This design comes from an exercise in tuning for small area and a short achievable clock period on the open sky130 flow, not from production work. The RTL was checked by simulation tests, not by an equivalence proof against the original design. The flow treats the clock pin as an ideal source, which a real chip does not have. Power and IR drop assume default switching activity.

==> branch yarrow: inputs <==
## wallace_mult_24x24
module wallace_mult_24x24 (
  input  logic        clk,
  input  logic        rst,
  input  logic        in_valid,
  input  logic [23:0] a,
  input  logic [23:0] b,
  output logic        out_valid,
  output logic [39:0] x,
  output logic [39:0] y,
  output logic [7:0]  z
);
clock: 4.0 ns
lec_check: 0
cap_margin: 20
core_margin: 2
core_utilization: 60
cts_cluster_diameter: 100
cts_cluster_size: 30
hold_slack_margin: 0.05
setup_slack_margin: 2.2
slew_margin: 20
synth_hierarchical: 1
synth_minimum_keep_size: 0
standard.sh (not shown) runs the stock make flow with config.mk's settings and CLKGATE_MAP_FILE= SYNTH_SCRIPT=/design/flow/synth_recipe.tcl, a recipe that flattens the netlist after the stock synthesis.
==> flow/flow/run.sh <==
#!/bin/bash
set -euo pipefail
K="BUFFER_PORTS_ARGS=-buffer_cell sky130_fd_sc_hd__buf_1"
EM="SETUP_SLACK_MARGIN=$(cat flow/early_margin.txt)"
bash standard.sh "$K" "$EM" cts > make_cts.log 2>&1
export SKEW_DB=$PWD/orfs/results/$FLOW_PLATFORM/wallace_mult_24x24/base/4_cts.odb
export SKEW_LIB=$FLOW_HOME/platforms/$FLOW_PLATFORM/lib/sky130_fd_sc_hd__tt_025C_1v80.lib
export SKEW_RC=$FLOW_HOME/platforms/$FLOW_PLATFORM/setRC.tcl
export SKEW_SDC=$PWD/orfs/results/$FLOW_PLATFORM/wallace_mult_24x24/base/4_cts.sdc
export SKEW_FLATTEN=$(cat flow/flatten.txt)
read SKEW_D2 SKEW_D3 < flow/skew.txt
export SKEW_D2 SKEW_D3
openroad -no_init -exit flow/skew.tcl > skew.log 2>&1
bash standard.sh "$K" finish > make_finish.log 2>&1
==> flow/flow/early_margin.txt <==
1.8
==> flow/flow/flatten.txt <==
1
==> flow/flow/skew.txt <==
0.4 0.55
Other scripts of this flow, unchanged in this note and not shown: flow/flow/skew.tcl
==> branch xenon (differences from branch yarrow) <==
--- a/flow/flow/run.sh
+++ b/flow/flow/run.sh
@@ -3,4 +3,3 @@
 K="BUFFER_PORTS_ARGS=-buffer_cell sky130_fd_sc_hd__buf_1"
-EM="SETUP_SLACK_MARGIN=$(cat flow/early_margin.txt)"
-bash standard.sh "$K" "$EM" cts > make_cts.log 2>&1
+bash standard.sh "$K" cts > make_cts.log 2>&1
 export SKEW_DB=$PWD/orfs/results/$FLOW_PLATFORM/wallace_mult_24x24/base/4_cts.odb
@@ -9,3 +8,2 @@
 export SKEW_SDC=$PWD/orfs/results/$FLOW_PLATFORM/wallace_mult_24x24/base/4_cts.sdc
-export SKEW_FLATTEN=$(cat flow/flatten.txt)
 read SKEW_D2 SKEW_D3 < flow/skew.txt
==> flow/flow/skew.txt (replaced) <==
0.35 0.55
HOLD_SLACK_MARGIN = unset   (was 0.05)
SETUP_SLACK_MARGIN = 2.12   (was 2.2)
removed: flow/flow/early_margin.txt
removed: flow/flow/flatten.txt
==> run summary <==
| metric | branch xenon | branch yarrow |
|---|---|---|
| Area delta synth->final | 19.40% | 6.189% |
| Final design utilization | 0.7289 | 0.6482 |
| Met1 Track Usage GR | 0.4534 | 0.3797 |
| Beginning of the worst register-to-register path | r2_c27_1 | r2_c27_0 |
| Result of the run | failed layout checks | no timing/DRC/antenna violations |
| Layout check failures | negative hold slack | - |
| Clock network fraction of design power | 0.217 | 0.231 |
| Achievable frequency | 0.5464 GHz | 0.5544 GHz |
| Maximum resistive drop on vdd | 0.0005448 V | 0.0005994 V |
| Met3 usage | 0.08541 | 0.05427 |
| Detailed-routing wirelength on met1 | 24590 um | 21620 um |
| Total power divided by cell area | 648.1 nW/um^2 | 711.4 nW/um^2 |
| Switch share | 0.3539 | 0.3509 |
| Met2 routed WL | 27400 um | 23660 um |
| Req. time, crit path | 4.98 ns | 4.99 ns |
| Non-clk bufs | 440 | 352 |
| Total cell area at the placement stage | 21680 um^2 | 21400 um^2 |
| Worst setup slack after layout | 2.170 ns | 2.196 ns |
| Later-pin clock latency in the skew report | 1.22 ns | 1.17 ns |
| Hold slack | -0.004622 ns | 0.09517 ns |
| Sum of net half-perimeters after detailed placement | 32210 um | 32310 um |
| Register fraction of the total cell area | 0.3338 | 0.3728 |
| Setup slack on the worst flop-to-flop path | 2.17 ns | 2.20 ns |
| Number of fillers in the final layout | 2385 | 2807 |
| Layout cells sized above 1 | 0.2522 | 0.1234 |
| Final worst path period need | 1.830 ns | 1.804 ns |
| DR vias/cell | 5.966 | 5.620 |
| Power Clock | 0.00364 W | 0.00380 W |

* * *

==> run D <==
wallace_mult_24x24, a different RTL version from the one above (not shown whole).
Design wallace_mult_24x24, start of the top module:
module wallace_mult_24x24 (
  input  logic        clk,
  input  logic        rst,
  input  logic        in_valid,
  input  logic [23:0] a,
  input  logic [23:0] b,
  output logic        out_valid,
  output logic [39:0] x,
  output logic [39:0] y,
  output logic [7:0]  z
);
Settings: LEC_CHECK=0, CAP_MARGIN=20, CORE_MARGIN=2, CORE_UTILIZATION=60, CTS_CLUSTER_DIAMETER=100, CTS_CLUSTER_SIZE=30, SETUP_SLACK_MARGIN=1.8, SLEW_MARGIN=20, SYNTH_HIERARCHICAL=1, SYNTH_MINIMUM_KEEP_SIZE=0; clock period 4.0 ns.
==> flow/flow/run.sh <==
#!/bin/bash
# Standard ORFS layout; only the port buffers use the smallest buffer cell.
set -euo pipefail
bash standard.sh "BUFFER_PORTS_ARGS=-buffer_cell sky130_fd_sc_hd__buf_1" finish > make_finish.log 2>&1
==> run R: changes against run D <==
--- a/flow/config.mk
+++ b/flow/config.mk
@@ -9,6 +9,4 @@
 export CORE_MARGIN = 2
-export CORE_UTILIZATION = 60
-export CTS_CLUSTER_DIAMETER = 100
-export CTS_CLUSTER_SIZE = 30
-export SETUP_SLACK_MARGIN = 1.8
+export CORE_UTILIZATION = 40
+export SETUP_SLACK_MARGIN = 2.0
 export SLEW_MARGIN = 20
==> run A: changes against run D <==
--- a/flow/config.mk
+++ b/flow/config.mk
@@ -10,5 +10,3 @@
 export CORE_UTILIZATION = 60
-export CTS_CLUSTER_DIAMETER = 100
-export CTS_CLUSTER_SIZE = 30
-export SETUP_SLACK_MARGIN = 1.8
+export SETUP_SLACK_MARGIN = 2.0
 export SLEW_MARGIN = 20
==> run summary <==
| quantity | run R | run D | run A |
|---|---|---|---|
| Destination of the critical timing path | r2_c29_5 | r2_c17_4 | r2_c27_5 |
| Net switching power of the design | 0.005948 W | 0.005293 W | 0.005866 W |
| Post-layout utilization of the core | 45.34% | 61.29% | 66.63% |
| Die height | 241.4 um | 197.9 um | 197.9 um |
| DR vias/cell | 5.078 | 5.721 | 5.755 |
| Post-layout minimum cycle time | 1.987 ns | 2.207 ns | 2.015 ns |
| Antenna violations before repair | 4 | 3 | 2 |
| Critical hold path startpoint | a[18] | a[5] | a[23] |
| Post-route non-filler standard cell count | 2612 | 2180 | 2317 |
| Worst setup skew after layout | 0.02350 ns | 0.02819 ns | 0.02420 ns |
| Count of standard-cell rows | 87 | 71 | 71 |
| Metal1 wirelength | 23.47 mm | 21.85 mm | 22.94 mm |
| Clock power share | 26.3% | 15.4% | 24.2% |
| Sequential share of cell area | 37.25% | 41.09% | 37.99% |
| Status | complete, no violations | complete, no violations | complete, no violations |
| CTS clock-pin slew for the worst setup and hold paths | 0.06 ns | 0.12 ns | 0.06 ns |
| Max-Slew Margin vs Limit | 66.58% | 57.69% | - |
| Final estimated routing congestion in global placement | 0.8417 | 0.8661 | 0.8661 |
| Tapcells inserted | 756 | 474 | 474 |
| Fraction of power consumed by sequential logic | 42.0% | 49.6% | 43.3% |

## afterwards: timing with drivers on the ports
How much do the figures lean on ideal ports? The routed layouts below were timed once more, with nothing changed but the port constraints.
Step 1 sets driving cells, clkbuf_16 on the clock port and buf_2 on the other inputs (assumed; they add their load-dependent delay and slew).
Step 2, shift: input delay + t, output delay - t, t = (earliest + latest rising clock arrival at the registers) / 2. This alone moves slack from input paths to output paths.
Slacks: no drivers / after step 1 / after step 2; pairs: no drivers / after step 1.
| run | shift t [ns] | slack for setup (ns) | worst hold slack (ns) | worst setup path at the end | clock arrival spread, ns |
|---|---|---|---|---|---|
| branch yarrow | 0.885 | 2.196 / 2.162 / 2.196 | 0.095 / 0.095 / 0.095 | register to register | 0.688 / 0.689 |
| branch xenon | 0.911 | 2.170 / 2.127 / 2.170 | -0.005 / -0.005 / -0.005 | register to register | 0.724 / 0.724 |
| run D | 0.603 | 1.793 / 1.793 / 1.793 | 0.329 / 0.297 / 0.336 | register to register | 0.033 / 0.033 |
| run R | 0.646 | 2.013 / 2.013 / 2.013 | 0.288 / 0.251 / 0.326 | register to register | 0.028 / 0.028 |
| run A | 0.645 | 1.985 / 1.985 / 1.985 | 0.292 / 0.260 / 0.326 | register to register | 0.024 / 0.024 |
Clock arrivals are far apart in branch yarrow and branch xenon, so t is only a midpoint there and step 2 fits no single register.
